This design comes from an exercise in tuning for small area, a short achievable clock period and few clock cycles on the open sky130 flow, not from production work.
RTL that was checked went through simulation tests only; none was proved equivalent to the original.
For runs 1, 2 and 4, only the layout was checked, not whether the RTL still works.
Power and IR drop assume default switching activity.

### config.mk
export PLATFORM = sky130hd
export DESIGN_NAME = fm_search_top
export DESIGN_NICKNAME = fm_search_top
export VERILOG_FILES = /design/flow/design.v
export SDC_FILE = /design/flow/constraint.sdc
export NUM_CORES = 4
export LEC_CHECK = 0
export CAP_MARGIN = 20
export CORE_MARGIN = 2
export CORE_UTILIZATION = 35
export SETUP_SLACK_MARGIN = 2.5
export SLEW_MARGIN = 20
### constraint.sdc
create_clock -name core_clock -period 5.5 [get_ports {clk}]
set_input_delay 1.1000 -clock core_clock [delete_from_list [all_inputs] [get_ports {clk}]]
set_output_delay 1.1000 -clock core_clock [all_outputs]
set_load 0.01 [all_outputs]
### design.v
`timescale 1ns/1ps
package fm_index_pkg;
    localparam int OCC_DEPTH  = 64;                   
    localparam int OCC_AW     = $clog2(OCC_DEPTH);    
    localparam int POS_W      = 7;                    
    localparam int READ_DEPTH = 16;                   
    localparam int READ_AW    = $clog2(READ_DEPTH);   
    localparam int RLEN_W     = 5;                    
    typedef logic [1:0] base_t;
    localparam base_t BASE_A = 2'd0;
    localparam base_t BASE_C = 2'd1;
    localparam base_t BASE_G = 2'd2;
    localparam base_t BASE_T = 2'd3;
    typedef logic [POS_W-1:0] pos_t;
    typedef struct packed {
        pos_t cnt_t;
        pos_t cnt_g;
        pos_t cnt_c;
        pos_t cnt_a;
    } occ_entry_t;
    typedef enum logic [1:0] {
        TGT_OCC  = 2'd0,    
        TGT_C    = 2'd1,    
        TGT_READ = 2'd2     
    } load_tgt_t;
    typedef struct packed {
        logic                           valid;
        load_tgt_t                      tgt;
        logic [OCC_AW-1:0]              addr;
        logic [4*POS_W-1:0] data;    
    } load_t;
    typedef struct packed {
        base_t base;     
        logic  first;    
        logic  last;     
    } search_cmd_t;
    typedef struct packed {
        pos_t k;
        pos_t l;
    } interval_t;
    typedef struct packed {
        pos_t k;
        pos_t l;
        pos_t count;    
        logic              found;
        logic [RLEN_W-1:0] steps;    
    } result_t;
endpackage
`timescale 1ns/1ps
module fm_search_top (
    input  logic              clk,
    input  logic              arst_n_i,
    input  logic [36:0]       load_i,        
    input  logic              req_i,
    input  logic [4:0]        read_len_i,    
    output logic              ack_o,
    output logic [26:0]       result_o       
);
    localparam int PW = fm_index_pkg::POS_W;
    fm_index_pkg::load_t load;
    assign load = fm_index_pkg::load_t'(load_i);
    logic run_q;     
    logic ack_q;     
    logic ph_q;      
    logic start;
    logic busy;
    assign busy  = run_q | ack_q;
    assign start = req_i & ~busy;
    logic load_ok;
    assign load_ok = load.valid & ~busy;
    logic [4*PW-1:0] occ_q [64];
    logic [PW-1:0]   c_tab [4];
    logic [1:0]      rb_q  [16];
    for (genvar r = 0; r < 64; r++) begin : g_occ
        always_ff @(posedge clk) begin
            if (load_ok && load.tgt == fm_index_pkg::TGT_OCC && load.addr == 6'(r))
                occ_q[r] <= load.data;
        end
    end
    for (genvar c = 0; c < 4; c++) begin : g_c
        always_ff @(posedge clk) begin
            if (load_ok && load.tgt == fm_index_pkg::TGT_C && load.addr[1:0] == 2'(c))
                c_tab[c] <= load.data[PW-1:0];
        end
    end
    for (genvar i = 0; i < 16; i++) begin : g_rb
        always_ff @(posedge clk) begin
            if (load_ok && load.tgt == fm_index_pkg::TGT_READ && load.addr[3:0] == 4'(i))
                rb_q[i] <= load.data[1:0];
        end
    end
    logic [1:0] rb_m1 [16];
    for (genvar x = 0; x < 16; x++) begin : g_rbv
        assign rb_m1[x] = rb_q[(x + 15) % 16];
    end
    logic [1:0]      c_q;        
    logic [3:0]      i_q;        
    logic [PW-1:0]   a_q;        
    logic [4*PW-1:0] row_q;      
    logic            z_q;        
    logic [PW-1:0]   ok_q;       
    logic            ck_q;       
    logic [PW-1:0]   k_q, l_q, count_q;
    logic            found_q;
    logic [4:0]      steps_q;
    logic [4*PW-1:0] m_row;
    always_comb begin
        m_row = '0;
        for (int x = 0; x < 64; x++) begin
            if (a_q[5:0] == 6'(x)) m_row = m_row | occ_q[(x + 63) % 64];
        end
    end
    logic [PW-1:0] o;
    logic [PW-1:0] cc;
    logic [PW:0]   sum;
    logic          empty;
    logic          done;
    assign o     = z_q ? '0 : row_q[c_q*PW +: PW];
    assign cc    = c_tab[c_q];
    assign sum   = {1'b0, cc} + {1'b0, o};
    assign empty = (ck_q == sum[PW]) ? (ok_q >= o) : sum[PW];
    assign done  = empty | (i_q == '0);
    logic [1:0] c1;    
    assign c1 = rb_m1[read_len_i[3:0]];
    always_ff @(posedge clk) begin
        if (start) begin
            c_q     <= c1;
            i_q     <= read_len_i[3:0] - 4'd1;
            a_q     <= c_tab[c1];
            k_q     <= c_tab[c1];
            row_q   <= occ_q[63];
            z_q     <= 1'b0;
            ok_q    <= '0;
            ck_q    <= 1'b0;
            steps_q <= '0;
        end else if (run_q) begin
            row_q <= m_row;
            z_q   <= ~ph_q & (a_q == '0);    
            a_q   <= sum[PW-1:0];
            if (ph_q) begin
                k_q  <= sum[PW-1:0];
                ok_q <= o;
                ck_q <= sum[PW];
            end else begin
                l_q     <= sum[PW-1:0];
                found_q <= ~empty;
                count_q <= empty ? '0 : PW'(o - ok_q);
                steps_q <= steps_q + 1'b1;
                c_q     <= rb_m1[i_q];
                i_q     <= i_q - 1'b1;
            end
        end
    end
    always_ff @(posedge clk or negedge arst_n_i) begin
        if (!arst_n_i) begin
            run_q   <= 1'b0;
            ack_q   <= 1'b0;
            ph_q    <= 1'b0;
        end else begin
            if (start) begin
                run_q   <= 1'b1;
                ph_q    <= 1'b0;
            end else if (run_q) begin
                ph_q    <= ~ph_q;
                    if (!ph_q && done) begin
                    run_q <= 1'b0;
                    ack_q <= 1'b1;
                end
            end else if (ack_q && !req_i) begin
                ack_q <= 1'b0;
            end
        end
    end
    fm_index_pkg::result_t result;
    assign result.k     = k_q;
    assign result.l     = l_q;
    assign result.found = found_q;
    assign result.count = count_q;
    assign result.steps = steps_q;
    assign result_o = result;
    assign ack_o    = ack_q;
endmodule
### run.sh
#!/bin/bash
# synth_recipe.tcl (not shown) runs the flow's synth.tcl, then flattens the netlist and writes it again
# the make line also repeats each setting of config.mk as NAME=value (left out here)
make -C /OpenROAD-flow-scripts/flow DESIGN_CONFIG=/design/flow/config.mk WORK_HOME=/design/flow/orfs CLKGATE_MAP_FILE= SYNTH_SCRIPT=/design/flow/synth_recipe.tcl finish
==> results of run 1 <==
cells in the final DEF, fill, tap and decap left out, types with 9 or more instances in the layout:
cell type	Yosys	layout
a21oi_1	44	39
a221oi_1	12	12
a222oi_1	22	22
a22o_1	24	24
a22oi_1	827	818
a22oi_2	0	9
and3_1	11	11
buf_12	1	129
buf_2	43	13
buf_4	24	332
buf_6	4	30
clkbuf_1	105	48
clkbuf_16	0	191
clkdlybuf4s50_1	0	39
clkinv_1	0	47
clkinv_2	0	32
dfxtp_1	14	14
edfxtp_1	1915	1915
ha_1	25	13
ha_4	0	10
inv_1	22	19
mux2i_1	18	18
mux4_2	15	15
nand2_1	235	221
nand2_2	1	14
nand3_1	59	54
nand4_1	103	103
nand4b_1	21	21
nor2_1	180	70
nor2_4	14	131
nor3_1	50	41
nor4_1	19	12
o21ai_0	15	14
o22a_1	24	10
o22a_2	0	11
where the power goes:
part | leakage, uW | switching [uW] | total [uW] | internal (uW)
clock network | 0.00280 | 5640 | 12300 | 6670
logic | 0.00780 | 6070 | 9590 | 3520
registers | 0.0174 | 207 | 17000 | 16800
cell usage after synthesis (12+ instances only):
cell type,n
edfxtp_1,1915
nand3_1,59
mux4_2,15
o21ai_0,15
clkbuf_1,105
nor2_4,14
nor4_1,19
a222oi_1,22
nor3_1,50
nand2b_1,12
ha_1,25
buf_4,24
o22a_1,24
a22oi_1,827
nor2_1,180
a221oi_1,12
mux2i_1,18
a22o_1,24
buf_2,43
nor2_2,14
nand4_1,103
nand4b_1,21
a21oi_1,44
nand2_1,235
dfxtp_1,14
inv_1,22
layer usage:
metal  part of all wire (%)  GRT usage, %  vias up
met5                  0.057             0        -
met4                    6.9          14.4       26
met3                     18          11.8     1152
met2                     41          40.1     5176
met1                     34          36.3    24197
li1                       -             -    17721
state kept, by name (all words and copies together) (netlist names):
register and cells:
i_q 4, run_q 1, k_q 7, c_q 2, ack_q 1, occ_q 1792, row_q 28, ok_q 7
found_q 1, a_q 7, z_q 1, count_q 7, ck_q 1, rb_q 32, c_tab 28, ph_q 1
l_q 7, steps_q 5
critical path, delay by kind of cell, from the launching register on:
| family | cells | cell delay [ns] |
|---|---|---|
| compound gates | 3 | 1.46 |
| buf+inv | 3 | 0.66 |
| flops | 1 | 0.46 |
| simple gates | 3 | 0.34 |
final cells by class:
type / instances / area share [%]
antenna: 7 / 0.0201
clock buffer: 237 / 5.58
clock inverter: 104 / 1.00
inverter: 22 / 0.0945
multi-input combinational: 1868 / 16.1
sequential: 1932 / 66.2
tap: 2672 / 3.83
timing repair buffer: 560 / 7.08
per-stage QoR:
step	worst slack [ns]	power, uW	hold WS [ns]
after floorplan	2.18	21000	0.446
after global placement	0.982	24600	0.465
after detailed placement	0.973	24700	0.470
after CTS	2.24	38000	0.435
after global routing	2.24	39700	0.461
final	2.23	39000	0.461
how the worst max path moves through the flow:
stage | startpoint | end | slack (ns) | depth (start not counted)
final | a_q[5]$_DFFE_PP_ | row_q[6]$_DFFE_PP_ | 2.23 | 9
after global routing | c_q[0]$_DFFE_PP_ | count_q[2]$_SDFFCE_PN0P_ | 2.24 | 12
after CTS | a_q[1]$_DFFE_PP_ | row_q[6]$_DFFE_PP_ | 2.24 | 8
after detailed placement | load_i[36] | occ_q[18][27]$_DFFE_PP_ | 0.97 | 7
after global placement | load_i[36] | occ_q[18][26]$_DFFE_PP_ | 0.98 | 7
after floorplan | read_len_i[0] | a_q[0]$_DFFE_PP_ | 2.18 | 9
logic make-up (layout without fill, tap and decap cells):
| kind of cell | after synthesis | count (layout) | share of synthesized area, % |
|---|---|---|---|
| DFF | 1932 | 1932 | 81.1 |
| AOI/OAI and AO/OA | 1012 | 1012 | 10.6 |
| and+or+nand+nor | 773 | 775 | 5.43 |
| buffers and inverters | 206 | 923 | 1.36 |
| muxes | 37 | 37 | 0.789 |
| adders and majority gates | 28 | 29 | 0.508 |
| xor gates and xnor gates | 15 | 15 | 0.184 |
| other | 0 | 7 | 0 |
timing repair:
item / in CTS / in global routing
pin swaps: 109 / 42
hold buffers: 0 / 0
endpoints found under the setup margin: 1594 / 1668
gates resized for setup: 157 / 91
buffers inserted: 246 / 32
gates cloned: 4 / 5
==> summary.md, run 1 <==
| Metric | Value |
|---|---|
| Min cycle time layout | around 3.3 ns |
| Leading area contributor after synthesis | edfxtp_1 |
| Avg Vias per Cell | between 6 and 7 |
| FFs w/ async S/R, synth | less than 1% |
| Ratio of final minimum period to clock period | around three fifths |
| CTS clk-pin slew, worst paths | roughly 0.06 ns |
| Mapped Area | approximately 71,000 um2 |
| Relative slew slack | 24.6% |
| CTS tree | built |
| Crit-path most repeated cell | buf_4 |
| RSZ-0062 raised after global routing | yes |
| Antenna violations before repair | 26 |
| Crit path capture type | flip-flop |
| Average wire per standard cell | roughly 41 um |
| Launch point of the worst reg-to-reg path | a_q[5]$_DFFE_PP_ |
| Vias after detailed routing | 48.3k |
| Clock sink total | between 1.5k and 2k |
| Peak VDD IR | 0.000370 V |
| Mean area per synthesized cell | roughly 18 um2 |
| Worst Path Required | approximately 6.0 ns |
| Final WL | ~300 mm |
| DR iter-0 viols | 10.9k |
| Drc violations | 0 |
| Reg2reg end | row_q[6]$_DFFE_PP_ |
| ANT nets after route | 0 |
| Worst-Margin Slew | approximately 1.1 ns |
| Worst min path class | in -> async |
| Synth top area cells | edfxtp_1, a22oi_1, nand2_1, nor2_1, nand4_1 |
| Congestion Overflow GR | 0 |
| H-tree depth | 4 |
| Drt pass-1 iters | 9 |
| Max stage delay on crit path | 0.74 ns |
| Final core utilization | a little over two fifths |
| Max Fclk | between 300 and 400 MHz |
| Layout cells sized above 1 | 22.3% |
| Clock Skew | roughly 0.074 ns |
| EDFF count, synth | about 1.9k |
| Post-Syn Instances | ~4.0k |
| Run status | timing/DRC/antenna clean |
| Row count | 165 |
| Worst EP arrival | about 3.7 ns |
| Die height | 456 um |
| Register area | 57,900 um2 |
| Sequential-to-total area share from yosys stat | roughly four fifths |
| Maximum fanout along the worst path | 12 |
| Cts bufs inserted | approximately 190 |
| Top Ports | 73 |
| Placed cell area | a little under 80,000 um2 |
| Area growth syn-to-layout | 22.4% |
| Nets | ~4.6k |
| Detail Placement HPWL | roughly 160 mm |
| Die ar. | 208,000 um2 |
| Core area | around 200,000 um2 |
| Die X-Extent | roughly 460 um |
| Syn Nets | roughly 4.1k |
| Root buffer cell | clkbuf_16 |
| Max-capacitance violation count | 0 |
| Placed instance count | a little under 7k |
| Post-Layout Cell Count | approximately 7.4k |
| RePlAce Congestion | a little under 0.9 |
| Reg2Reg Depth | 9 |
| Startpoint Class | flip-flop |
| Post-route cell area | between 80,000 and 90,000 um2 |
| Vias in the first global route | around 43k |
| Initial Utilization | 35.3% |
| CP max stage cell | a2111oi_0 |
| Multi-input logic area | 14,100 um2 |
| Port bufs | 71 |
| Crit Path Category | reg -> reg |
| Worst reg-to-reg setup slack | between 2 and 2.5 ns |
| Main synth FF type | edfxtp_1 |
| Yosys warns | 5 |
| Post-route setup TNS | 0 ns |
| Worst-Skew Late Latency | approximately 0.85 ns |
| Synth unique cells | 72 |
| Cell Pwr Density | roughly 450 nW/um2 |
| Layout fillers | around 18k |
| All-layer global routing usage | between 20 and 30% |
| Static leakage | 0.0280 uW |
| Largest net degree at the start of global routing | 85 |
| Worst-path cell chain | buf_4 > nand2b_4 > buf_6 > nor2_4 > buf_4 > a22oi_1 > nand4_1 > a2111oi_0 > a31oi_2 |
| Global-route wire length before repair | 393 mm |
| Slew Limit Fails | 0 |
| Final Hold Viols | 0 |
| Post-synthesis register bit count | between 1.5k and 2k |
| Setup violators final | 0 |
| CTS Buffer Depth | 3 |
| Top-area cell type share of the netlist area | between 80% and 90% |
==> inputs of run 2 (changes only) <==
--- a/config.mk
+++ b/config.mk
@@ -8,5 +8,5 @@
 export CAP_MARGIN = 20
 export CORE_MARGIN = 2
 export CORE_UTILIZATION = 35
-export SETUP_SLACK_MARGIN = 2.5
+export SETUP_SLACK_MARGIN = 3.0
 export SLEW_MARGIN = 20
==> summary.md, run 2 <==
| Metric | Value |
|---|---|
| Port bufs | 71 (unchanged) |
| Average wire per standard cell | 43.9 um (+6.8%) |
| Leading area contributor after synthesis | edfxtp_1 |
| Clock Skew | 0.0842 ns (+0.0103 ns) |
| Worst min path class | in -> async |
| Nets | 4,937 (+6.4%) |
| Relative slew slack | 25.5% (+0.87 points) |
| Buf/Inv on CP | 3 (unchanged) |
| Detail Placement HPWL | 165 mm (+0.84%) |
| Setup violators final | 0 (unchanged) |
| Layout cells sized above 1 | 31.5% (+9.2 points) |
| CP max stage cell | edfxtp_1 |
| Most flop-heavy register | occ_q |
| Avg Vias per Cell | 6.77 (+3.8%) |
| Crit Path Category | reg -> reg |
| FFs w/ async S/R, synth | 0.155% (unchanged) |
| CTS Buffer Depth | 3 (unchanged) |
| Initial Utilization | 35.3% (unchanged) |
| Worst-Margin Slew | 1.12 ns (-0.0131 ns) |
| Top-area cell type share of the netlist area | 80.6% (unchanged) |
| Synth top area cells | edfxtp_1, a22oi_1, nand2_1, nor2_1, nand4_1 |
| Metal1 wirelength | 106 mm (+3.0%) |
| Clock sink total | 1,932 (unchanged) |
| Worst-path cell chain | buf_6 > buf_12 > or4b_4 > nor2_4 > buf_12 > a22oi_2 > nand4_1 > a2111oi_2 > nand4_1 > o22a_4 |
| Layout fillers | 16.5k (-5.9%) |
| Final WL | 339 mm (+11%) |
| Metal3 WL | 65.4 mm (+18%) |
| Reg2Reg Depth | 10 (+1) |
| RSZ-0062 raised after global routing | yes |
| Post-Syn Instances | 4,003 (unchanged) |
| Mapped Area | 71,400 um2 (unchanged) |
| Top-count cell post-synth | edfxtp_1 |
| Synth unique cells | 72 (unchanged) |
| Reg2reg end | row_q[8]$_DFFE_PP_ |
| Vias in the first global route | 45.8k (+5.6%) |
| Mean area per synthesized cell | 17.8 um2 (unchanged) |
| Drc violations | 0 (unchanged) |
| Row count | 165 (unchanged) |
| Commonest non-fill, non-tap cell in the layout | edfxtp_1 |
| Maximum fanout along the worst path | 8 (-4) |
| Post-Layout Cell Count | 7,710 (+4.2%) |
| Core area | 202,000 um2 (unchanged) |
| All-layer global routing usage | 30.2% (+2.2 points) |
| Worst reg-to-reg setup slack | 2.29 ns (+0.05 ns) |
| ANT nets after route | 0 (unchanged) |
| Drt pass-1 iters | 12 (+3) |
| Metal2 WL | 135 mm (+7.8%) |
| EDFF count, synth | 1,915 (unchanged) |
| Worst EP arrival | 3.73 ns (about the same) |
| Largest registers | occ_q (1792), rb_q (32) |
| Run status | timing/DRC/antenna clean |
| Final Hold Viols | 0 (unchanged) |
| Sequential-to-total area share from yosys stat | 81.1% (unchanged) |
| Static leakage | 0.0309 uW (+10%) |
| Area growth syn-to-layout | 32.2% |
| Die X-Extent | 456 um (unchanged) |
| Max Fclk | 311 MHz (+1.6%) |
| H-tree depth | 4 (unchanged) |
| Die ar. | 208,000 um2 (unchanged) |
| Yosys warns | 5 (unchanged) |
| Flip-flop count of the largest register after layout | 1,792 (unchanged) |
| CTS tree | built |
| Crit path capture type | flip-flop |
| Root buffer cell | clkbuf_16 |
| Top Ports | 73 (unchanged) |
| Highest metal used | met5 |
| CTS clk-pin slew, worst paths | 0.06 ns (about the same) |
| Largest net degree at the start of global routing | 85 (unchanged) |
| Vias after detailed routing | 52.2k (+8.1%) |
| Ratio of final minimum period to clock period | 58.4% (-0.95 points) |
| Syn Nets | 4,075 (unchanged) |
| Cts bufs inserted | 190 (+2.7%) |
| Worst Path Required | 6.02 ns (+0.07 ns) |
| Slew Limit Fails | 0 (unchanged) |
| Crit path max-delay family | compound AO/OA/AOI/OAI gates |
| Post-synthesis register bit count | 1,932 (unchanged) |
| Most frequent cells in the layout | edfxtp_1, a22oi_1, buf_4 |
| Cell Pwr Density | 437 nW/um2 (-2.1%) |
| Congestion Overflow GR | 0 (unchanged) |
| Worst-Skew Late Latency | 0.87 ns (+0.02 ns) |
| Antenna violations before repair | 32 (+23%) |
| Startpoint Class | flip-flop |
| Min cycle time layout | 3.21 ns (-0.0525 ns) |
| Final core utilization | 46.6% (+3.4 points) |
| Peak VDD IR | 0.000380 V (+2.8%) |
| Die height | 456 um (unchanged) |
| Placed instance count | 6,770 (+0.089%) |
| Main synth FF type | edfxtp_1 |
| Post-route setup TNS | 0 ns (unchanged) |
| Max stage delay on crit path | 0.44 ns (-0.30 ns) |
| Launch point of the worst reg-to-reg path | a_q[2]$_DFFE_PP_ |
| Max-capacitance violation count | 0 (unchanged) |
| Post-synth top cells | edfxtp_1, a22oi_1, nand2_1, nor2_1, clkbuf_1 |
| DR iter-0 viols | 11.9k (+9.2%) |
| Global-route wire length before repair | 420 mm (+7.1%) |
| RePlAce Congestion | 0.897 (+0.89%) |
==> run 2: changes by cell type in the layout (fill, tap and decap cells not counted), moves of 15 or more <==
| cell | change |
|---|---|
| clkbuf_16 | +24 |
| diode_2 | +20 |
| nor3_1 | -20 |
| clkdlybuf4s50_1 | -33 |
| buf_16 | +53 |
| nand2_1 | -15 |
| a22oi_2 | +96 |
| buf_2 | +28 |
| buf_12 | +96 |
| buf_6 | +86 |
| nor3_2 | +16 |
| a22oi_1 | -96 |
| buf_8 | +31 |
==> run 2: final cells by class <==
type                       count  area (um2)  share of cell area [%]
clock inverter                96         981                    1.04
clock buffer                 242        5000                    5.30
multi-input combinational   1867       15500                    16.5
inverter                      22        92.6                  0.0982
antenna                       27        67.6                  0.0716
timing repair buffer         852       11400                    12.1
tap                         2672        3340                    3.54
sequential                  1932       57900                    61.4
==> run 2: worst register-to-register path, cell delays in order, from the launching register on <==
cell	delay (ns)
edfxtp_1	0.44
buf_6	0.15
buf_12	0.14
or4b_4	0.27
nor2_4	0.06
buf_12	0.15
a22oi_2	0.21
nand4_1	0.35
a2111oi_2	0.44
nand4_1	0.34
o22a_4	0.39
==> run 2: power by group <==
group / total, uW / switching (uW) / internal [uW]
Clock: 12800 / 5810 / 7010
Sequential: 17000 / 187 / 16800
Combinational: 11300 / 6880 / 4450
Total: 41200 / 12900 / 28300
==> run 2: stage by stage <==
| stage | total power, uW | cell area (um2) | hold slack (ns) | worst slack [ns] |
|---|---|---|---|---|
| floorplan | 21200 | 72200 | 0.446 | 2.18 |
| global placement | 24800 | 77800 | 0.464 | 1.07 |
| detailed placement | 24800 | 77800 | 0.471 | 0.998 |
| CTS | 39400 | 91100 | 0.468 | 2.43 |
| global route | 41700 | 94300 | 0.469 | 2.25 |
| finish | 41200 | 94300 | 0.485 | 2.29 |
==> run 2: how the worst max path moves through the flow <==
stage                      from                 end  slack [ns]  cells past startpoint
5_1_grt        c_q[0]$_DFFE_PP_   ack_q$_DFFE_PN0P_        2.25                     12
4_1_cts        c_q[0]$_DFFE_PP_   ack_q$_DFFE_PN0P_        2.43                     12
3_3_place_gp      read_len_i[1]    k_q[4]$_DFFE_PP_        1.07                      9
2_1_floorplan     read_len_i[0]    a_q[0]$_DFFE_PP_        2.18                      9
3_5_place_dp      read_len_i[1]    k_q[5]$_DFFE_PP_         1.0                      9
6_report       a_q[2]$_DFFE_PP_  row_q[8]$_DFFE_PP_        2.29                     10
==> run 2: repair_timing <==
action / CTS / global route
setup endpoints to repair: 1889 / 1032
pin swaps: 255 / 220
resized for setup: 630 / 286
gates cloned: 41 / 27
buffers inserted: 390 / 113
hold buffers: 0 / 0
==> run 2: per-layer routing <==
layer  vias to the layer above  GRT usage (%)
li1                      18355              -
met1                     25920           36.8
met2                      6181           41.9
met3                      1708           15.2
met4                        42           19.9
met5                         -          0.712
==> run 2: cell families (layout without fill, tap and decap cells) <==
group                    Yosys count  count (layout)  share of synthesized area (%)
AO/OA/AOI/OAI                   1012            1012                           10.6
XOR/XNOR                          15              15                          0.184
adder cells (fa/ha/maj)           28              29                          0.508
buffers and inverters            206            1212                           1.36
flip-flops                      1932            1932                           81.1
multiplexers                      37              37                          0.789
other                              0              27                              0
AND/OR/NAND/NOR                  773             774                           5.43
==> inputs of run 3 (changes only) <==
--- a/design.v
+++ b/design.v
@@ -120,18 +120,12 @@
     assign sum   = {1'b0, cc} + {1'b0, o};
     assign empty = (ck_q == sum[PW]) ? (ok_q >= o) : sum[PW];
     assign done  = empty | (i_q == '0);
-    logic [1:0] c1;    
-    assign c1 = rb_m1[read_len_i[3:0]];
     always_ff @(posedge clk) begin
         if (start) begin
-            c_q     <= c1;
+            c_q     <= rb_m1[read_len_i[3:0]];
             i_q     <= read_len_i[3:0] - 4'd1;
-            a_q     <= c_tab[c1];
-            k_q     <= c_tab[c1];
-            row_q   <= occ_q[63];
-            z_q     <= 1'b0;
-            ok_q    <= '0;
-            ck_q    <= 1'b0;
+            a_q     <= PW'(64);
+            z_q     <= 1'b1;
             steps_q <= '0;
         end else if (run_q) begin
             row_q <= m_row;
@@ -159,7 +153,7 @@
         end else begin
             if (start) begin
                 run_q   <= 1'b1;
-                ph_q    <= 1'b0;
+                ph_q    <= 1'b1;
             end else if (run_q) begin
                 ph_q    <= ~ph_q;
                     if (!ph_q && done) begin
--- a/config.mk
+++ b/config.mk
@@ -8,5 +8,4 @@
 export CAP_MARGIN = 20
 export CORE_MARGIN = 2
 export CORE_UTILIZATION = 35
-export SETUP_SLACK_MARGIN = 3.0
 export SLEW_MARGIN = 20
==> summary.md, run 3 <==
| Metric | Value |
|---|---|
| Die ar. | 209,000 um2 (+0.55%) |
| Max stage delay on crit path | 0.86 ns (+0.42 ns) |
| DR iter-0 viols | 9,777 (-18%) |
| Drc violations | 0 (unchanged) |
| Cts bufs inserted | 190 (unchanged) |
| CP max stage cell | dfxtp_1 |
| Synth unique cells | 76 (+5.6%) |
| Initial Utilization | 35.1% (-0.12 points) |
| Layout cells sized above 1 | 15.3% (-16 points) |
| RePlAce Congestion | 0.902 (+0.49%) |
| Avg Vias per Cell | 6.44 (-5.0%) |
| Drt pass-1 iters | 6 (-6) |
| Run status | timing/DRC/antenna clean |
| Sequential-to-total area share from yosys stat | 80.6% (-0.44 points) |
| Clock sink total | 1,932 (unchanged) |
| Worst-Margin Slew | 1.19 ns (+0.0694 ns) |
| Die height | 457 um (+0.28%) |
| Worst Path Required | 5.89 ns (-0.13 ns) |
| Largest net degree at the start of global routing | 85 (unchanged) |
| Port bufs | 71 (unchanged) |
| EDFF count, synth | 1,916 (+0.052%) |
| Worst EP arrival | 4.73 ns (+1.00 ns) |
| Ratio of final minimum period to clock period | 78.9% (+20 points) |
| Most flop-heavy register | occ_q |
| CTS resizes | 0 (-100%) |
| Vias in the first global route | 41.5k (-9.3%) |
| ANT nets after route | 0 (unchanged) |
| Average wire per standard cell | 39.8 um (-9.5%) |
| Relative slew slack | 20.9% (-4.6 points) |
| Main synth FF type | edfxtp_1 |
| CTS tree | built |
| Synth top area cells | edfxtp_1, a22oi_1, nand2_1, nand4_1, buf_2 |
| Top-count cell post-synth | edfxtp_1 |
| Cell Pwr Density | 443 nW/um2 (+1.6%) |
| CTS clk-pin slew, worst paths | 0.07 ns (about the same) |
| Crit path capture type | flip-flop |
| Row count | 166 (+0.61%) |
| Largest registers | occ_q (1792), rb_q (32) |
| Most frequent cells in the layout | edfxtp_1, a22oi_1, nand2_1 |
| Worst min path class | in -> async |
| Root buffer cell | clkbuf_16 |
| Post-Syn Instances | 3,995 (-0.20%) |
| Slew Limit Fails | 0 (unchanged) |
| Top Ports | 73 (unchanged) |
| Area growth syn-to-layout | 15.9% |
| Max-capacitance violation count | 0 (unchanged) |
| Die X-Extent | 457 um (+0.28%) |
| Final WL | 284 mm (-16%) |
| Post-CTS Hold Fix Bufs | 0 (unchanged) |
| Yosys warns | 5 (unchanged) |
| Crit Path Category | reg -> reg |
| Post-route setup TNS | 0 ns (unchanged) |
| Clock Skew | 0.0362 ns (-0.0480 ns) |
| Reg2Reg Depth | 7 (-3) |
| Nets | 4,348 (-12%) |
| Min cycle time layout | 4.34 ns (+1.12 ns) |
| Congestion Overflow GR | 0 (unchanged) |
| Post-synth top cells | edfxtp_1, a22oi_1, nand2_1, nor2_1, nand4_1 |
| Worst-Skew Late Latency | 0.85 ns (-0.02 ns) |
| Leading area contributor after synthesis | edfxtp_1 |
| Mapped Area | 71,800 um2 (+0.56%) |
| Commonest non-fill, non-tap cell in the layout | edfxtp_1 |
| Maximum fanout along the worst path | 21 (+13) |
| Placed cell area | 77,100 um2 (-0.91%) |
| Post-route cell area | 83,200 um2 (-12%) |
| CTS Buffer Depth | 3 (unchanged) |
| Global-route wire length before repair | 372 mm (-11%) |
| Peak VDD IR | 0.000355 V (-6.5%) |
| Vias after detailed routing | 45.9k (-12%) |
| Startpoint Class | flip-flop |
| Syn Nets | 4,067 (-0.20%) |
| Worst-path cell chain | or4b_1 > nor2_8 > buf_4 > a22oi_1 > nand2_1 > nor4_1 > nand4_1 |
| FFs w/ async S/R, synth | 0.155% (unchanged) |
| H-tree depth | 4 (unchanged) |
| Top-area cell type share of the netlist area | 80.2% (-0.41 points) |
| All-layer global routing usage | 26.4% (-3.8 points) |
| Detail Placement HPWL | 159 mm (-3.3%) |
| Final Hold Viols | 0 (unchanged) |
| Antenna violations before repair | 31 (-3.1%) |
| Static leakage | 0.0268 uW (-13%) |
| Flip-flop count of the largest register after layout | 1,792 (unchanged) |
| RSZ-0062 raised after global routing | no |
| Mean area per synthesized cell | 18.0 um2 (+0.76%) |
| Setup violators final | 0 (unchanged) |
| Core area | 204,000 um2 (+0.91%) |
| Post-synthesis register bit count | 1,932 (unchanged) |
| Max Fclk | 231 MHz (-26%) |
| Post-CTS setup buffer count | 0 (-100%) |
## run 3: stage by stage
| stage | total power [uW] | setup slack (ns) | hold WS, ns | utilization (%) | instances |
|---|---|---|---|---|---|
| global placement | 24000 | 1.03 | 0.496 | 37.8 | 6771 |
| finish | 36900 | 1.16 | 0.422 | 40.8 | 7136 |
| global route | 37600 | 1.10 | 0.412 | 40.7 | 7120 |
| CTS | 36600 | 1.30 | 0.394 | 40.7 | 7119 |
| floorplan | 20900 | 1.90 | 0.508 | - | 3995 |
| detailed placement | 24100 | 1.04 | 0.506 | 37.8 | 6771 |
## run 3: logic make-up after synthesis
group | after synthesis | share of synthesized area [%]
DFF | 1932 | 80.6
AOI/OAI and AO/OA | 959 | 10.1
and+or+nand+nor | 815 | 6.05
buffers and inverters | 220 | 1.90
adders and majority gates | 28 | 0.507
muxes | 27 | 0.614
xor gates and xnor gates | 14 | 0.171
## run 3: per-layer routing
layer,up-vias,GRT usage [%],share of wire [%]
li1,17056,-,-
met1,23456,34.3,34
met2,4542,39.0,43
met3,839,9.49,17
met4,29,13.0,5.7
met5,-,0.207,0.080
## run 3: power breakdown
group          total (uW)  switching (uW)  internal, uW
Clock               12800            5660          7110
Combinational        6880            4890          1990
Sequential          17200             379         16900
## run 3: final timing paths
path	startpoint	end	slack, ns
setup reg to reg	a_q[0]$_SDFFE_PP0P_	row_q[27]$_DFFE_PP_	1.16
hold reg to reg	steps_q[1]$_SDFFE_PP0P_	steps_q[1]$_SDFFE_PP0P_	0.52
min in group core_clock	steps_q[1]$_SDFFE_PP0P_	steps_q[1]$_SDFFE_PP0P_	0.52
max in group asynchronous	arst_n_i	run_q$_DFF_PN0_	4.91
setup / recovery	a_q[0]$_SDFFE_PP0P_	row_q[27]$_DFFE_PP_	1.16
hold / removal	arst_n_i	ph_q$_DFFE_PN0P_	0.42
## run 3: cell type report
class                      count  area [um2]
multi-input combinational   1843       13200
clock inverter               111         956
inverter                      26        97.6
timing repair buffer         283        2650
antenna                       16        40.0
sequential                  1932       57900
tap                         2688        3360
clock buffer                 237        5040
fill                       18028      121000
## run 3: worst max-delay path, delay by kind of cell (launching register included)
family | cells | cell delay, ns
compound gates | 1 | 0.25
buf+inv | 1 | 0.39
flops | 1 | 0.86
simple gates | 5 | 2.33
Testbench counts of run 3, summed over its fixed seeds: cycles 31,177.
==> inputs of run 4 (changes only) <==
--- a/design.v
+++ b/design.v
@@ -93,11 +93,19 @@
     for (genvar x = 0; x < 16; x++) begin : g_rbv
         assign rb_m1[x] = rb_q[(x + 15) % 16];
     end
+    function automatic logic [11:0] predecode(input logic [5:0] x, input logic zero);
+        logic [11:0] pd;
+        for (int g = 0; g < 3; g++) begin
+            for (int v = 0; v < 4; v++) begin
+                pd[4*g + v] = (x[2*g +: 2] == 2'(v)) & ~(g == 0 && zero);
+            end
+        end
+        predecode = pd;
+    endfunction
     logic [1:0]      c_q;        
     logic [3:0]      i_q;        
-    logic [PW-1:0]   a_q;        
+    logic [11:0]     pd_q;       
     logic [4*PW-1:0] row_q;      
-    logic            z_q;        
     logic [PW-1:0]   ok_q;       
     logic            ck_q;       
     logic [PW-1:0]   k_q, l_q, count_q;
@@ -107,38 +115,58 @@
     always_comb begin
         m_row = '0;
         for (int x = 0; x < 64; x++) begin
-            if (a_q[5:0] == 6'(x)) m_row = m_row | occ_q[(x + 63) % 64];
-        end
-    end
-    logic [PW-1:0] o;
-    logic [PW-1:0] cc;
+            if (pd_q[x % 4] && pd_q[4 + (x / 4) % 4] && pd_q[8 + x / 16])
+                m_row = m_row | occ_q[(x + 63) % 64];
+        end
+    end
+    logic [PW:0]   s_j  [4];    
+    logic          e_j  [4];    
+    logic [PW-1:0] n_j  [4];    
+    logic [11:0]   p_j  [4];    
+    for (genvar j = 0; j < 4; j++) begin : g_a
+        logic [PW-1:0] cnt;
+        assign cnt    = row_q[j*PW +: PW];
+        assign s_j[j] = {1'b0, c_tab[j]} + {1'b0, cnt};
+        assign e_j[j] = (ck_q == s_j[j][PW]) ? (ok_q >= cnt) : s_j[j][PW];
+        assign n_j[j] = e_j[j] ? '0 : PW'(cnt - ok_q);
+        assign p_j[j] = predecode(s_j[j][5:0], ph_q && s_j[j][PW-1:0] == '0);
+    end
     logic [PW:0]   sum;
     logic          empty;
     logic          done;
-    assign o     = z_q ? '0 : row_q[c_q*PW +: PW];
-    assign cc    = c_tab[c_q];
-    assign sum   = {1'b0, cc} + {1'b0, o};
-    assign empty = (ck_q == sum[PW]) ? (ok_q >= o) : sum[PW];
+    assign sum   = s_j[c_q];
+    assign empty = e_j[c_q];
     assign done  = empty | (i_q == '0);
+    logic [1:0]    c1;    
+    logic [PW-1:0] k1;
+    assign c1 = rb_m1[read_len_i[3:0]];
+    assign k1 = c_tab[c1];
     always_ff @(posedge clk) begin
         if (start) begin
-            c_q     <= rb_m1[read_len_i[3:0]];
+            row_q <= occ_q[63];
+            pd_q  <= predecode(k1[5:0], k1 == '0);
+        end else begin
+            row_q <= m_row;
+            pd_q  <= p_j[c_q];
+        end
+    end
+    always_ff @(posedge clk) begin
+        if (start) begin
+            c_q     <= c1;
             i_q     <= read_len_i[3:0] - 4'd1;
-            a_q     <= PW'(64);
-            z_q     <= 1'b1;
+            k_q     <= k1;
+            ok_q    <= '0;
+            ck_q    <= 1'b0;
             steps_q <= '0;
         end else if (run_q) begin
-            row_q <= m_row;
-            z_q   <= ~ph_q & (a_q == '0);    
-            a_q   <= sum[PW-1:0];
             if (ph_q) begin
                 k_q  <= sum[PW-1:0];
-                ok_q <= o;
+                ok_q <= row_q[c_q*PW +: PW];
                 ck_q <= sum[PW];
             end else begin
                 l_q     <= sum[PW-1:0];
                 found_q <= ~empty;
-                count_q <= empty ? '0 : PW'(o - ok_q);
+                count_q <= n_j[c_q];
                 steps_q <= steps_q + 1'b1;
                 c_q     <= rb_m1[i_q];
                 i_q     <= i_q - 1'b1;
@@ -147,16 +175,16 @@
     end
     always_ff @(posedge clk or negedge arst_n_i) begin
         if (!arst_n_i) begin
-            run_q   <= 1'b0;
-            ack_q   <= 1'b0;
-            ph_q    <= 1'b0;
+            run_q <= 1'b0;
+            ack_q <= 1'b0;
+            ph_q  <= 1'b0;
         end else begin
             if (start) begin
-                run_q   <= 1'b1;
-                ph_q    <= 1'b1;
+                run_q <= 1'b1;
+                ph_q  <= 1'b0;
             end else if (run_q) begin
-                ph_q    <= ~ph_q;
-                    if (!ph_q && done) begin
+                ph_q <= ~ph_q;
+                if (!ph_q && done) begin
                     run_q <= 1'b0;
                     ack_q <= 1'b1;
                 end
--- a/config.mk
+++ b/config.mk
@@ -7,5 +7,6 @@
 export LEC_CHECK = 0
 export CAP_MARGIN = 20
 export CORE_MARGIN = 2
-export CORE_UTILIZATION = 35
+export CORE_UTILIZATION = 50
+export SETUP_SLACK_MARGIN = 2.6
 export SLEW_MARGIN = 20
==> summary.md, run 4 <==
| Metric | Value |
|---|---|
| Top-area cell type share of the netlist area | 77.4% (-2.8 points) |
| Final WL | 300 mm (+5.8%) |
| Average wire per standard cell | 45.6 um (+15%) |
| Worst-path cell chain | and3_4 > buf_4 > buf_4 > a22o_1 > a221oi_1 > nand3_2 > nor2_1 > a21oi_1 |
| Fraction of the mapped netlist area in simple logic gates | 4.80% (-1.2 points) |
| Yosys warns | 9 (+4) |
| EDFF count, synth | 1,880 (-1.9%) |
| Die height | 386 um (-16%) |
| Congestion Overflow GR | 0 (unchanged) |
| Clock sink total | 1,936 (+0.21%) |
| Crit Path Category | reg -> reg |
| Largest net degree at the start of global routing | 85 (unchanged) |
| Largest family of logic cells by synthesized area | compound AO/OA/AOI/OAI gates |
| H-tree depth | 4 (unchanged) |
| Final Hold Viols | 0 (unchanged) |
| Clock Skew | 0.0383 ns (+0.00214 ns) |
| Synth top area cells | edfxtp_1, a22oi_1, a221oi_1, a22o_1, dfxtp_1 |
| Initial Utilization | 50.2% (+15 points) |
| Layout cells sized above 1 | 18.6% (+3.3 points) |
| Max Fclk | 334 MHz (+45%) |
| Vias after detailed routing | 48.8k (+6.3%) |
| Post-synthesis mux area share | 0.913% (+0.30 points) |
| Main synth FF type | edfxtp_1 |
| Nets | 4,611 (+6.0%) |
| Ratio of final minimum period to clock period | 54.5% (-24 points) |
| Post-Synth XOR/XNOR Area | 0.528% (+0.36 points) |
| Flip-flop count of the largest register after layout | 1,792 (unchanged) |
| CTS tree | built |
| Worst EP arrival | 3.70 ns (-1.03 ns) |
| Static leakage | 0.0273 uW (+1.9%) |
| Core area | 145,000 um2 (-29%) |
| Register area | 57,600 um2 (-0.40%) |
| Crit path max-delay family | simple AND/OR/NAND/NOR gates |
| Vias in the first global route | 44.0k (+5.9%) |
| RSZ-0062 raised after global routing | yes |
| Worst min path class | in -> async |
| Setup violators final | 0 (unchanged) |
| Layout fillers | 10.8k (-40%) |
| Cell Pwr Density | 451 nW/um2 (+1.7%) |
| Post-synthesis adder-cell area fraction | 1.40% (+0.89 points) |
| Worst-Skew Late Latency | 0.85 ns (about the same) |
| Final WS setup | 2.50 ns (+1.34 ns) |
| Drc violations | 0 (unchanged) |
| DR iter-0 viols | 10.6k (+8.7%) |
| Syn Nets | 4,323 (+6.3%) |
| Post-synthesis register bit count | 1,936 (+0.21%) |
| Root buffer cell | clkbuf_16 |
| All-layer global routing usage | 39.9% (+14 points) |
| Crit path capture type | flip-flop |
| Die X-Extent | 386 um (-16%) |
| Top-count cell post-synth | edfxtp_1 |
| Cts bufs inserted | 190 (unchanged) |
| Avg Vias per Cell | 7.41 (+15%) |
| Pre-CTS setup slack | 0.942 ns (-0.0934 ns) |
| Post-Syn Instances | 4,203 (+5.2%) |
| Synth unique cells | 71 (-6.6%) |
| Run status | timing/DRC/antenna clean |
| Power, Total | 38,500 uW (+4.5%) |
| Detail Placement HPWL | 171 mm (+7.2%) |
| Row count | 140 (-16%) |
| Max stage delay on crit path | 0.61 ns (-0.25 ns) |
| Slew Limit Fails | 0 (unchanged) |
| Antenna violations before repair | 18 (-42%) |
| RePlAce Congestion | 0.911 (+0.98%) |
| Post-synth top cells | edfxtp_1, a22oi_1, a221oi_1, clkbuf_1, a22o_1 |
| Maximum fanout along the worst path | 16 (-24%) |
| Relative slew slack | 26.8% (+5.9 points) |
| CP max stage cell | dfxtp_2 |
| Commonest non-fill, non-tap cell in the layout | edfxtp_1 |
| Largest registers | occ_q (1792), rb_q (32) |
| Global-route wire length before repair | 393 mm (+5.5%) |
| Leading area contributor after synthesis | edfxtp_1 |
| Sequential-to-total area share from yosys stat | 79.0% (-1.7 points) |
| Complex-gate fraction of the synthesized area | 11.9% (+1.7 points) |
| Top Ports | 73 (unchanged) |
| Worst-Margin Slew | 1.10 ns (-0.0884 ns) |
| Die ar. | 149,000 um2 (-29%) |
| Worst Path Required | 6.21 ns (+0.32 ns) |
| Final core utilization | 58.8% (+18 points) |
| Multi-input logic area | 15,500 um2 (+18%) |
| FFs w/ async S/R, synth | 0.155% (-0.00032 points) |
| Fin Hold WS | 0.445 ns (+0.0228 ns) |
| Most flop-heavy register | occ_q |
| Max-capacitance violation count | 0 (unchanged) |
| ANT nets after route | 0 (unchanged) |
| Buf/Inv on CP | 2 (+1) |
| Most frequent cells in the layout | edfxtp_1, a22oi_1, buf_4 |
| Drt pass-1 iters | 8 (+2) |
| Startpoint Class | flip-flop |
| Crit-path most repeated cell | buf_4 |
| Min cycle time layout | 3.00 ns (-1.34 ns) |
| Area growth syn-to-layout | 17.1% |
| Peak VDD IR | 0.000260 V (-27%) |
| CTS clk-pin slew, worst paths | 0.06 ns (about the same) |
| Port bufs | 71 (unchanged) |
| CTS Buffer Depth | 3 (unchanged) |
| Post-route setup TNS | 0 ns (unchanged) |
| Mean area per synthesized cell | 17.4 um2 (-3.4%) |
| Mapped Area | 72,900 um2 (+1.6%) |
==> run 4: cell count changes after synthesis, sizes merged, moves of 42 or more <==
cell / previous run / this run
a21oi: 13 / 111
a221oi: 5 / 200
a22o: 3 / 174
a22oi: 882 / 489
buf: 171 / 64
clkbuf: 23 / 191
ha: 25 / 67
nand2: 293 / 115
nand3: 25 / 95
==> run 4: routing by layer <==
layer / wire length, um / part of all wire [%] / track usage [%] / vias to the layer above
li1: - / - / - / 18123
met1: 103000 / 34 / 53.0 / 24927
met2: 130000 / 43 / 58.2 / 4794
met3: 49400 / 16 / 14.7 / 950
met4: 17700 / 5.9 / 19.6 / 12
met5: 86 / 0.029 / 0 / -
==> run 4: cell families after synthesis <==
logic type | after synthesis
simple gates | 694
buf+inv | 289
flops | 1936
mux | 46
xor+xnor | 44
fa+ha+maj | 77
compound gates | 1117
==> run 4: stage by stage <==
| step | cells | instance area [um2] |
|---|---|---|
| 2_1_floorplan | 4203 | 73600 |
| 3_3_place_gp | 6139 | 77600 |
| 3_5_place_dp | 6139 | 77600 |
| 4_1_cts | 6562 | 85000 |
| 5_1_grt | 6574 | 85400 |
| 6_report | 6588 | 85400 |
==> run 4: what timing repair did <==
action,4_1_cts,5_1_grt
endpoints found under the setup margin,1749,517
hold endpoints to repair,0,0
pin swaps,39,11
hold buffers,0,0
gates resized for setup,145,75
buffers inserted,66,10
cloned,0,0
==> run 4: final timing paths <==
path                                           start                    to  slack, ns  cells past startpoint
worst max-delay path                pd_q[10]$_DFF_P_      row_q[2]$_DFF_P_       2.50                      8
worst min-delay path                        arst_n_i      ph_q$_DFFE_PN0P_       0.44                      1
worst max register to register      pd_q[10]$_DFF_P_      row_q[2]$_DFF_P_       2.50                      8
worst min register to register  ok_q[3]$_SDFFE_PP0P_  ok_q[3]$_SDFFE_PP0P_       0.46                      2
max in group asynchronous                   arst_n_i     ack_q$_DFFE_PN0P_       4.91                      1
min in group core_clock         ok_q[3]$_SDFFE_PP0P_  ok_q[3]$_SDFFE_PP0P_       0.46                      2
==> run 4: power by group <==
group	switching, uW	leakage [uW]	total (uW)	internal, uW
registers	785	0.0174	17500	16700
logic	5140	0.00691	8030	2890
clock network	5730	0.00304	13100	7340
total	11700	0.0273	38500	26900
==> run 4: cell type report <==
type / instances / share of cell area [%]
antenna: 15 / 0.0439
clock buffer: 255 / 6.08
inverter: 34 / 0.173
multi-input combinational: 1978 / 18.1
tap: 1917 / 2.81
clock inverter: 102 / 1.23
timing repair buffer: 351 / 4.05
sequential: 1936 / 67.5
==> run 4: worst reg2reg max path: stages, from the launching register on <==
cell,delay [ns]
dfxtp_2,0.61
and3_4,0.57
buf_4,0.40
buf_4,0.31
a22o_1,0.18
a221oi_1,0.07
nand3_2,0.21
nor2_1,0.15
a21oi_1,0.36
==> inputs of run 5 (changes only) <==
--- a/design.v
+++ b/design.v
@@ -102,9 +102,23 @@
         end
         predecode = pd;
     endfunction
+    function automatic logic [63:0] rowsel_pd(input logic [11:0] pd);
+        logic [63:0] rs;
+        for (int r = 0; r < 64; r++) begin
+            rs[r] = pd[(r + 1) % 4] & pd[4 + ((r + 1) / 4) % 4] & pd[8 + ((r + 1) % 64) / 16];
+        end
+        rowsel_pd = rs;
+    endfunction
+    function automatic logic [63:0] rowsel(input logic [5:0] x, input logic zero);
+        logic [63:0] rs;
+        for (int r = 0; r < 64; r++) begin
+            rs[r] = (x == 6'((r + 1) % 64)) & ~zero;
+        end
+        rowsel = rs;
+    endfunction
     logic [1:0]      c_q;        
     logic [3:0]      i_q;        
-    logic [11:0]     pd_q;       
+    logic [63:0]     rs_q;       
     logic [4*PW-1:0] row_q;      
     logic [PW-1:0]   ok_q;       
     logic            ck_q;       
@@ -114,22 +128,19 @@
     logic [4*PW-1:0] m_row;
     always_comb begin
         m_row = '0;
-        for (int x = 0; x < 64; x++) begin
-            if (pd_q[x % 4] && pd_q[4 + (x / 4) % 4] && pd_q[8 + x / 16])
-                m_row = m_row | occ_q[(x + 63) % 64];
+        for (int r = 0; r < 64; r++) begin
+            if (rs_q[r]) m_row = m_row | occ_q[r];
         end
     end
     logic [PW:0]   s_j  [4];    
     logic          e_j  [4];    
     logic [PW-1:0] n_j  [4];    
-    logic [11:0]   p_j  [4];    
     for (genvar j = 0; j < 4; j++) begin : g_a
         logic [PW-1:0] cnt;
         assign cnt    = row_q[j*PW +: PW];
         assign s_j[j] = {1'b0, c_tab[j]} + {1'b0, cnt};
         assign e_j[j] = (ck_q == s_j[j][PW]) ? (ok_q >= cnt) : s_j[j][PW];
         assign n_j[j] = e_j[j] ? '0 : PW'(cnt - ok_q);
-        assign p_j[j] = predecode(s_j[j][5:0], ph_q && s_j[j][PW-1:0] == '0);
     end
     logic [PW:0]   sum;
     logic          empty;
@@ -137,18 +148,19 @@
     assign sum   = s_j[c_q];
     assign empty = e_j[c_q];
     assign done  = empty | (i_q == '0);
+    logic [11:0]   pd_c [4];
+    for (genvar j = 0; j < 4; j++) begin : g_pdc
+        assign pd_c[j] = predecode(c_tab[j][5:0], c_tab[j] == '0);
+    end
     logic [1:0]    c1;    
     logic [PW-1:0] k1;
     assign c1 = rb_m1[read_len_i[3:0]];
     assign k1 = c_tab[c1];
     always_ff @(posedge clk) begin
-        if (start) begin
-            row_q <= occ_q[63];
-            pd_q  <= predecode(k1[5:0], k1 == '0);
-        end else begin
-            row_q <= m_row;
-            pd_q  <= p_j[c_q];
-        end
+        row_q <= m_row;
+        if (start)      rs_q <= rowsel_pd(pd_c[c1]);
+        else if (run_q) rs_q <= rowsel(sum[5:0], ph_q && sum[PW-1:0] == '0);
+        else            rs_q <= rowsel(6'd0, 1'b0);
     end
     always_ff @(posedge clk) begin
         if (start) begin
--- a/config.mk
+++ b/config.mk
@@ -7,6 +7,8 @@
 export LEC_CHECK = 0
 export CAP_MARGIN = 20
 export CORE_MARGIN = 2
-export CORE_UTILIZATION = 50
-export SETUP_SLACK_MARGIN = 2.6
+export CORE_UTILIZATION = 35
+export CTS_CLUSTER_DIAMETER = 150
+export CTS_CLUSTER_SIZE = 30
+export SETUP_SLACK_MARGIN = 2.8
 export SLEW_MARGIN = 20
==> summary.md, run 5 <==
| Metric | Value |
|---|---|
| Mean area per synthesized cell | 18.1 um2 (+4.4%) |
| Crit path capture type | flip-flop |
| Detail Placement HPWL | 163 mm (-4.9%) |
| Run status | timing/DRC/antenna clean |
| Post-route setup TNS | 0 ns (unchanged) |
| Post-Syn Instances | 4,094 (-2.6%) |
| Vias after detailed routing | 48.7k (-0.19%) |
| Worst min path class | reg -> reg |
| Setup violators final | 0 (unchanged) |
| Top Ports | 73 (unchanged) |
| Drc violations | 0 (unchanged) |
| Vias in the first global route | 43.4k (-1.4%) |
| Final WL | 305 mm (+1.7%) |
| Post-synth top cells | edfxtp_1, a221oi_1, a22o_1, nor2_1, clkbuf_1 |
| Drt pass-1 iters | 8 (unchanged) |
| Top-count cell post-synth | edfxtp_1 |
| Worst-Margin Slew | 1.10 ns (+0.00336 ns) |
| Startpoint Class | input pin |
| Cell Pwr Density | 421 nW/um2 (-6.7%) |
| Worst-path cell chain | buf_12 > inv_6 > ha_4 > a22oi_1 > nor2_2 > a221oi_4 > buf_6 > a31oi_4 > buf_12 > buf_12 > nor3_4 > a211oi_2 > a311o_2 > buf_6 > buf_12 > o221ai_4 |
| Maximum fanout along the worst path | 8 (-8) |
| Top-area cell type share of the netlist area | 76.1% (-1.3 points) |
| Stages on worst setup path | 16 (+8) |
| H-tree depth | 3 (-1) |
| Slew Limit Fails | 0 (unchanged) |
| Flip-flop count of the largest register after layout | 1,792 (unchanged) |
| Post-synthesis register bit count | 1,988 (+2.7%) |
| Root buffer cell | clkbuf_16 |
| Launch point of the worst reg-to-reg path | c_tab[3][2]$_DFFE_PP_ |
| CTS Buffer Depth | 3 (unchanged) |
| Layout fillers | 18.6k (+72%) |
| Cts bufs inserted | 76 (-60%) |
| Commonest non-fill, non-tap cell in the layout | edfxtp_1 |
| Initial Utilization | 35.3% (-15 points) |
| Most frequent cells in the layout | edfxtp_1, a22o_1, a221oi_1 |
| RSZ-0062 raised after global routing | yes |
| CTS clk-pin slew, worst paths | 0.12 ns (+0.06 ns) |
| Final Hold Viols | 0 (unchanged) |
| Synth top area cells | edfxtp_1, a221oi_1, a22o_1, dfxtp_1, ha_1 |
| Min cycle time layout | 2.93 ns (-0.0655 ns) |
| Main synth FF type | edfxtp_1 |
| EDFF count, synth | 1,880 (unchanged) |
| CTS tree | built |
| Worst reg-to-reg setup slack | 2.62 ns (+0.12 ns) |
| DR iter-0 viols | 10.1k (-4.5%) |
| CP max stage cell | a311o_2 |
| Global-route wire length before repair | 394 mm (+0.27%) |
| Fin Hold WS | 0.466 ns (+0.0215 ns) |
| Row count | 168 (+20%) |
| FFs w/ async S/R, synth | 0.151% (-0.0041 points) |
| Die height | 464 um (+20%) |
| Crit-path most repeated cell | buf_12 |
| Port bufs | 71 (unchanged) |
| Syn Nets | 4,214 (-2.5%) |
| Reg2Reg Depth | 9 (+1) |
| Avg Vias per Cell | 6.73 (-9.2%) |
| Die ar. | 216,000 um2 (+45%) |
| Relative slew slack | 26.6% (-0.22 points) |
| Leading area contributor after synthesis | edfxtp_1 |
| Layout cells sized above 1 | 20.4% (+1.7 points) |
| Clock Skew | 0.0344 ns (-0.00392 ns) |
| Largest net degree at the start of global routing | 85 (unchanged) |
| Max-capacitance violation count | 0 (unchanged) |
| Crit path max-delay family | compound AO/OA/AOI/OAI gates |
| Worst hold endpoint | ok_q[5]$_SDFFE_PP0P_ |
| Mapped Area | 74,200 um2 (+1.7%) |
| Worst hold start | ok_q[5]$_SDFFE_PP0P_ |
| Sequential-to-total area share from yosys stat | 79.1% (+0.086 points) |
| Worst EP arrival | 3.59 ns (-0.11 ns) |
| Reg2reg end | run_q$_DFF_PN0_ |
| All-layer global routing usage | 26.9% (-13 points) |
| Area growth syn-to-layout | 16.1% |
| Congestion Overflow GR | 0 (unchanged) |
| Worst Path Required | 6.16 ns (-0.05 ns) |
| Buf/Inv on CP | 7 (+5) |
| Die X-Extent | 464 um (+20%) |
| Max stage delay on crit path | 0.40 ns (-0.21 ns) |
| Nets | 4,510 (-2.2%) |
| Yosys warns | 9 (unchanged) |
| Ratio of final minimum period to clock period | 53.3% (-1.2 points) |
| Max Fclk | 341 MHz (+2.2%) |
| Static leakage | 0.0268 uW (-2.0%) |
| Final core utilization | 41.0% (-18 points) |
| ANT nets after route | 0 (unchanged) |
| Antenna violations before repair | 24 (+6) |
| RePlAce Congestion | 0.883 (-3.0%) |
| Synth unique cells | 82 (+15%) |
| Worst-Skew Late Latency | 0.76 ns (-0.09 ns) |
| Most flop-heavy register | occ_q |
| Worst hold stages | 2 |
| Crit Path Category | in -> reg |
| Largest registers | occ_q (1792), rs_q (64), rb_q (32) |
| Clock sink total | 1,988 (+2.7%) |
| Core area | 210,000 um2 (+45%) |
| Average wire per standard cell | 42.2 um (-7.4%) |
| Peak VDD IR | 0.000287 V (+11%) |
[run 5: worst max path at each step]
stage / startpoint / to
2_1_floorplan: read_len_i[1] / k_q[6]$_DFFE_PP_
3_3_place_gp: read_len_i[1] / rs_q[51]$_DFF_P_
3_5_place_dp: read_len_i[1] / rs_q[61]$_DFF_P_
4_1_cts: ok_q[1]$_SDFFE_PP0P_ / run_q$_DFF_PN0_
5_1_grt: read_len_i[0] / rs_q[63]$_DFF_P_
6_report: read_len_i[0] / rs_q[63]$_DFF_P_
[run 5: kinds of logic (layout without fill, tap and decap cells)]
logic type | after synthesis | count (layout) | share of synthesized area (%)
AOI/OAI and AO/OA | 1168 | 1169 | 13.1
xor gates and xnor gates | 36 | 36 | 0.425
adders and majority gates | 77 | 77 | 1.37
buffers and inverters | 278 | 595 | 1.50
DFF | 1988 | 1988 | 79.1
muxes | 57 | 57 | 1.09
other | 0 | 18 | 0
and+or+nand+nor | 490 | 494 | 3.43
[run 5: stage by stage]
stage	total power, uW	cells	instance area [um2]	setup slack, ns
global route	36900	7222	86100	2.53
CTS	35100	7156	84600	2.61
floorplan	22400	4094	75000	2.29
global placement	27100	6915	80000	0.750
finish	36200	7239	86100	2.57
detailed placement	27100	6915	80000	0.753
[run 5: power breakdown]
part | internal [uW] | switching (uW)
Sequential | 17100 | 804
Clock | 2650 | 4580
Combinational | 3890 | 7250
Total | 23600 | 12600
[run 5: per-layer routing]
layer	track usage [%]	vias up	share of wire, %
li1	-	17886	-
met1	36.0	25212	35
met2	40.2	4671	43
met3	8.23	926	16
met4	12.1	18	6.0
met5	0	-	0.034
[run 5: final cells by class]
class | count | area [um2] | share of cell area (%)
clock buffers | 96 | 2000 | 2.32
diodes | 18 | 45.0 | 0.0523
multi-input cells | 1833 | 16400 | 19.1
flip-flops and latches | 1988 | 58800 | 68.3
repair buffers | 451 | 5040 | 5.86
clock inverters | 8 | 133 | 0.154
inverters | 40 | 174 | 0.202
well taps | 2805 | 3510 | 4.08
[run 5: worst min-delay path, cell delays in order (launching register included)]
cell,delay [ns]
dfxtp_1,0.33
nand2_1,0.05
a21oi_1,0.05
[run 5: timing repair]
item / in CTS / in global routing
hold endpoints to repair: 0 / 0
gates resized for setup: 291 / 132
endpoints found under the setup margin: 1889 / 791
pin swaps: 93 / 74
cloned: 9 / 13
buffers inserted: 128 / 51
hold buffers: 0 / 0
Testbench counts of run 5, summed over its fixed seeds: cycles 29,897.
==> inputs of run 6 (changes only) <==
--- a/config.mk
+++ b/config.mk
@@ -8,7 +8,5 @@
 export CAP_MARGIN = 20
 export CORE_MARGIN = 2
 export CORE_UTILIZATION = 35
-export CTS_CLUSTER_DIAMETER = 150
-export CTS_CLUSTER_SIZE = 30
 export SETUP_SLACK_MARGIN = 2.8
 export SLEW_MARGIN = 20
==> summary.md, run 6 <==
| Metric | Value |
|---|---|
| Run status | timing/DRC/antenna clean |
| Post-Synth XOR/XNOR Area | 0.425% (unchanged) |
| Synth unique cells | 82 (unchanged) |
| Register area | 58,800 um2 (about the same) |
| Root buffer cell | clkbuf_16 |
| Static leakage | 0.0281 uW (+4.8%) |
| Die height | 464 um (unchanged) |
| Leading area contributor after synthesis | edfxtp_1 |
| Crit path capture type | flip-flop |
| Post-CTS Hold Fix Bufs | 0 (unchanged) |
| Antenna violations before repair | 18 (-25%) |
| H-tree depth | 4 (+1) |
| Clock power share | 30.8% (+11 points) |
| Share of power burned in registers | 43.3% (-6.0 points) |
| Setup violators final | 0 (unchanged) |
| Clock sink total | 1,988 (unchanged) |
| Nets | 4,559 (+1.1%) |
| Main synth FF type | edfxtp_1 |
| Switch share | 33.1% (-1.8 points) |
| Ratio of final minimum period to clock period | 51.5% (-1.8 points) |
| Core area | 210,000 um2 (unchanged) |
| CTS clk-pin slew, worst paths | 0.06 ns (-0.06 ns) |
| Post-synthesis register bit count | 1,988 (unchanged) |
| Clock Skew | 0.0695 ns (+0.0351 ns) |
| Max-capacitance violation count | 0 (unchanged) |
| Post-route setup TNS | 0 ns (unchanged) |
| Slew Limit Fails | 0 (unchanged) |
| Placed cell area | 80,000 um2 (unchanged) |
| RSZ-0062 raised after global routing | yes |
| Top-area cell type share of the netlist area | 76.1% (unchanged) |
| Cell Pwr Density | 467 nW/um2 (+11%) |
| Startpoint Class | flip-flop |
| Most frequent cells in the layout | edfxtp_1, a22o_1, a221oi_1 |
| Logic pwr share | 26.0% (-4.8 points) |
| ANT nets after route | 0 (unchanged) |
| Vias in the first global route | 44.3k (+2.1%) |
| Post-synthesis adder-cell area fraction | 1.37% (unchanged) |
| Drc violations | 0 (unchanged) |
| Relative slew slack | 22.7% (-3.8 points) |
| Worst min path class | reg -> reg |
| Initial Utilization | 35.3% (unchanged) |
| Maximum fanout along the worst path | 3 (-5) |
| Commonest non-fill, non-tap cell in the layout | edfxtp_1 |
| RePlAce Congestion | 0.883 (unchanged) |
| Layout fillers | 18.4k (-0.75%) |
| Avg Vias per Cell | 6.63 (-1.5%) |
| Mean area per synthesized cell | 18.1 um2 (unchanged) |
| EDFF count, synth | 1,880 (unchanged) |
| Cts bufs inserted | 188 (+150%) |
| Port bufs | 71 (unchanged) |
| Detail Placement HPWL | 163 mm (unchanged) |
| Largest family of logic cells by synthesized area | compound AO/OA/AOI/OAI gates |
| Row count | 168 (unchanged) |
| Largest net degree at the start of global routing | 85 (unchanged) |
| Top Ports | 73 (unchanged) |
| Yosys warns | 9 (unchanged) |
| Vias after detailed routing | 49.1k (+0.70%) |
| Flip-flop count of the largest register after layout | 1,792 (unchanged) |
| Global-route wire length before repair | 397 mm (+0.77%) |
| Worst-Skew Late Latency | 0.87 ns (+0.11 ns) |
| Die ar. | 216,000 um2 (unchanged) |
| Average wire per standard cell | 40.8 um (-3.2%) |
| Multi-input logic area | 16,100 um2 (-2.3%) |
| Largest registers | occ_q (1792), rs_q (64), rb_q (32) |
| Worst Path Required | 6.21 ns (+0.05 ns) |
| Final Hold Viols | 0 (unchanged) |
| Die X-Extent | 464 um (unchanged) |
| Drt pass-1 iters | 5 (-3) |
| Min cycle time layout | 2.83 ns (-0.0985 ns) |
| All-layer global routing usage | 27.1% (+0.20 points) |
| Final WL | 302 mm (-1.0%) |
| Internal power | 27,600 uW (+17%) |
| Synth top area cells | edfxtp_1, a221oi_1, a22o_1, dfxtp_1, ha_1 |
| Max stage delay on crit path | 0.42 ns (+0.02 ns) |
| FFs w/ async S/R, synth | 0.151% (unchanged) |
| Congestion Overflow GR | 0 (unchanged) |
| Area growth syn-to-layout | 19.3% |
| CTS Buffer Depth | 3 (unchanged) |
| Syn Nets | 4,214 (unchanged) |
| Sequential-to-total area share from yosys stat | 79.1% (unchanged) |
| Most flop-heavy register | occ_q |
| Layout cells sized above 1 | 21.1% (+0.72 points) |
| Post-synth top cells | edfxtp_1, a221oi_1, a22o_1, nor2_1, clkbuf_1 |
| Fraction of the mapped netlist area in simple logic gates | 3.43% (unchanged) |
| Worst EP arrival | 3.54 ns (-0.05 ns) |
| Max Fclk | 353 MHz (+3.5%) |
| Post-route cell area | 88,500 um2 (+2.8%) |
| CTS tree | built |
| Complex-gate fraction of the synthesized area | 13.1% (unchanged) |
| CP max stage cell | edfxtp_1 |
| Peak VDD IR | 0.000361 V (+26%) |
| Post-synthesis mux area share | 1.09% (unchanged) |
| Post-Syn Instances | 4,094 (unchanged) |
| Worst-Margin Slew | 1.16 ns (+0.0577 ns) |
| Crit Path Category | reg -> reg |
| Switching power | 13,700 uW (+8.2%) |
| DR iter-0 viols | 10.0k (-1.3%) |
| Top-count cell post-synth | edfxtp_1 |
| Final core utilization | 42.1% (+1.1 points) |
| Mapped Area | 74,200 um2 (unchanged) |
| Worst-path cell chain | buf_6 > ha_4 > a211oi_2 > o21bai_1 > a21oi_1 > mux2_4 > o32ai_4 > nand2b_1 > buf_12 > a211o_1 > o221ai_1 |
run 6: cell count changes in the layout (fill, tap and decap cells not counted), moves of 7 or more:
cell       delta
clkbuf_1     +32
buf_4        -22
clkinv_2     +28
diode_2      -12
mux2i_1       +7
clkbuf_16   +101
o22ai_2      -16
clkinv_16     +8
clkinv_1     +41
buf_12       -22
o22ai_1      +18
bufinv_16    +10
run 6: path summary, 6_finish.rpt:
path                                  startpoint                   end  slack [ns]  cells after the start
max                        c_tab[1][1]$_DFFE_PP_      rs_q[63]$_DFF_P_        2.67                     11
min                         ok_q[5]$_SDFFE_PP0P_  ok_q[5]$_SDFFE_PP0P_        0.46                      2
max reg2reg                c_tab[1][1]$_DFFE_PP_      rs_q[63]$_DFF_P_        2.67                     11
min reg2reg                 ok_q[5]$_SDFFE_PP0P_  ok_q[5]$_SDFFE_PP0P_        0.46                      2
max in group asynchronous               arst_n_i      ph_q$_DFFE_PN0P_        4.85                      1
min in group asynchronous               arst_n_i     ack_q$_DFFE_PN0P_        0.48                      1
run 6: final cells by class:
class,count,share of cell area (%)
Timing Repair Buffer,391,4.56
Clock inverter,102,1.12
Sequential cell,1988,66.4
Clock buffer,242,5.58
Antenna cell,6,0.0170
Multi-Input combinational cell,1830,18.1
Inverter,40,0.197
Tap cell,2805,3.97
run 6: metrics by stage:
stage | total power (uW) | cells | hold WS, ns | setup WS (ns)
global placement | 27100 | 6915 | 0.444 | 0.750
floorplan | 22400 | 4094 | 0.436 | 2.29
finish | 41300 | 7404 | 0.459 | 2.67
CTS | 40300 | 7372 | 0.436 | 2.60
global route | 42200 | 7400 | 0.461 | 2.58
detailed placement | 27100 | 6915 | 0.447 | 0.753
run 6: repair_timing:
action,CTS,global route
pin swaps,71,45
buffers inserted,111,26
gates cloned,2,0
resized for setup,218,113
setup endpoints to repair,1780,407
run 6: routing by layer:
layer / vias to the layer above / track usage (%) / routed length (um) / part of all wire (%)
met1: 25389 / 36.1 / 107000 / 35
met4: 12 / 12.7 / 16900 / 5.6
met3: 946 / 8.64 / 47400 / 16
met5: - / 0 / 77 / 0.025
li1: 18119 / - / - / -
met2: 4587 / 40.2 / 131000 / 43
run 6: kinds of logic (layout without fill, tap and decap cells):
logic type | after synthesis | count (layout)
fa+ha+maj | 77 | 77
mux | 57 | 57
other cells | 0 | 6
compound gates | 1168 | 1169
simple gates | 490 | 491
buf+inv | 278 | 775
xor+xnor | 36 | 36
flops | 1988 | 1988
run 6: power by group through the flow:
| stage | logic (uW) | registers, uW | clock network (uW) |
|---|---|---|---|
| floorplan | 4840 | 17600 | 0 |
| global placement | 8910 | 18100 | 0 |
| detailed placement | 8960 | 18100 | 0 |
| CTS | 9790 | 17800 | 12700 |
| global route | 11000 | 17900 | 13300 |
| finish | 10700 | 17900 | 12700 |
run 6: critical path, delay by kind of cell (launching register included):
kind / cells / cell delay (ns)
compound gates: 6 / 1.22
flops: 1 / 0.42
mux: 1 / 0.34
buf+inv: 2 / 0.32
fa+ha+maj: 1 / 0.21
simple gates: 1 / 0.20

## what the ideal ports hide
How much do the figures lean on ideal ports? The routed layouts below were timed once more, with nothing changed but the port constraints. Step 1: set_driving_cell puts a clkbuf_16 on clk and a buf_2 on each other input, an assumption about the parent block. Step 2 also shifts input and output timing later by t, the mid clock arrival at the registers, as if the neighbouring blocks saw the same clock. a / b / c = ideal ports / drivers / drivers and shift; a / b = the first two.
run | shift t [ns] | setup slack, ns | latest minus earliest clock arrival (ns)
run 1 | 0.908 | 2.234 / 2.234 / 1.577 | 0.095 / 0.095
run 2 | 0.922 | 2.287 / 2.287 / 1.762 | 0.092 / 0.093
run 3 | 0.921 | 1.162 / 1.162 / 0.768 | 0.042 / 0.041
run 4 | 0.921 | 2.502 / 2.502 / 1.687 | 0.049 / 0.049
run 5 | 0.832 | 2.567 / 2.587 / 1.755 | 0.040 / 0.040
run 6 | 0.925 | 2.666 / 2.666 / 1.850 | 0.072 / 0.072
After both steps every run listed still meets setup and hold. The setup slack of run 6, which loses most, moves by 0.000 ns with the drivers and by -0.816 ns with both steps.
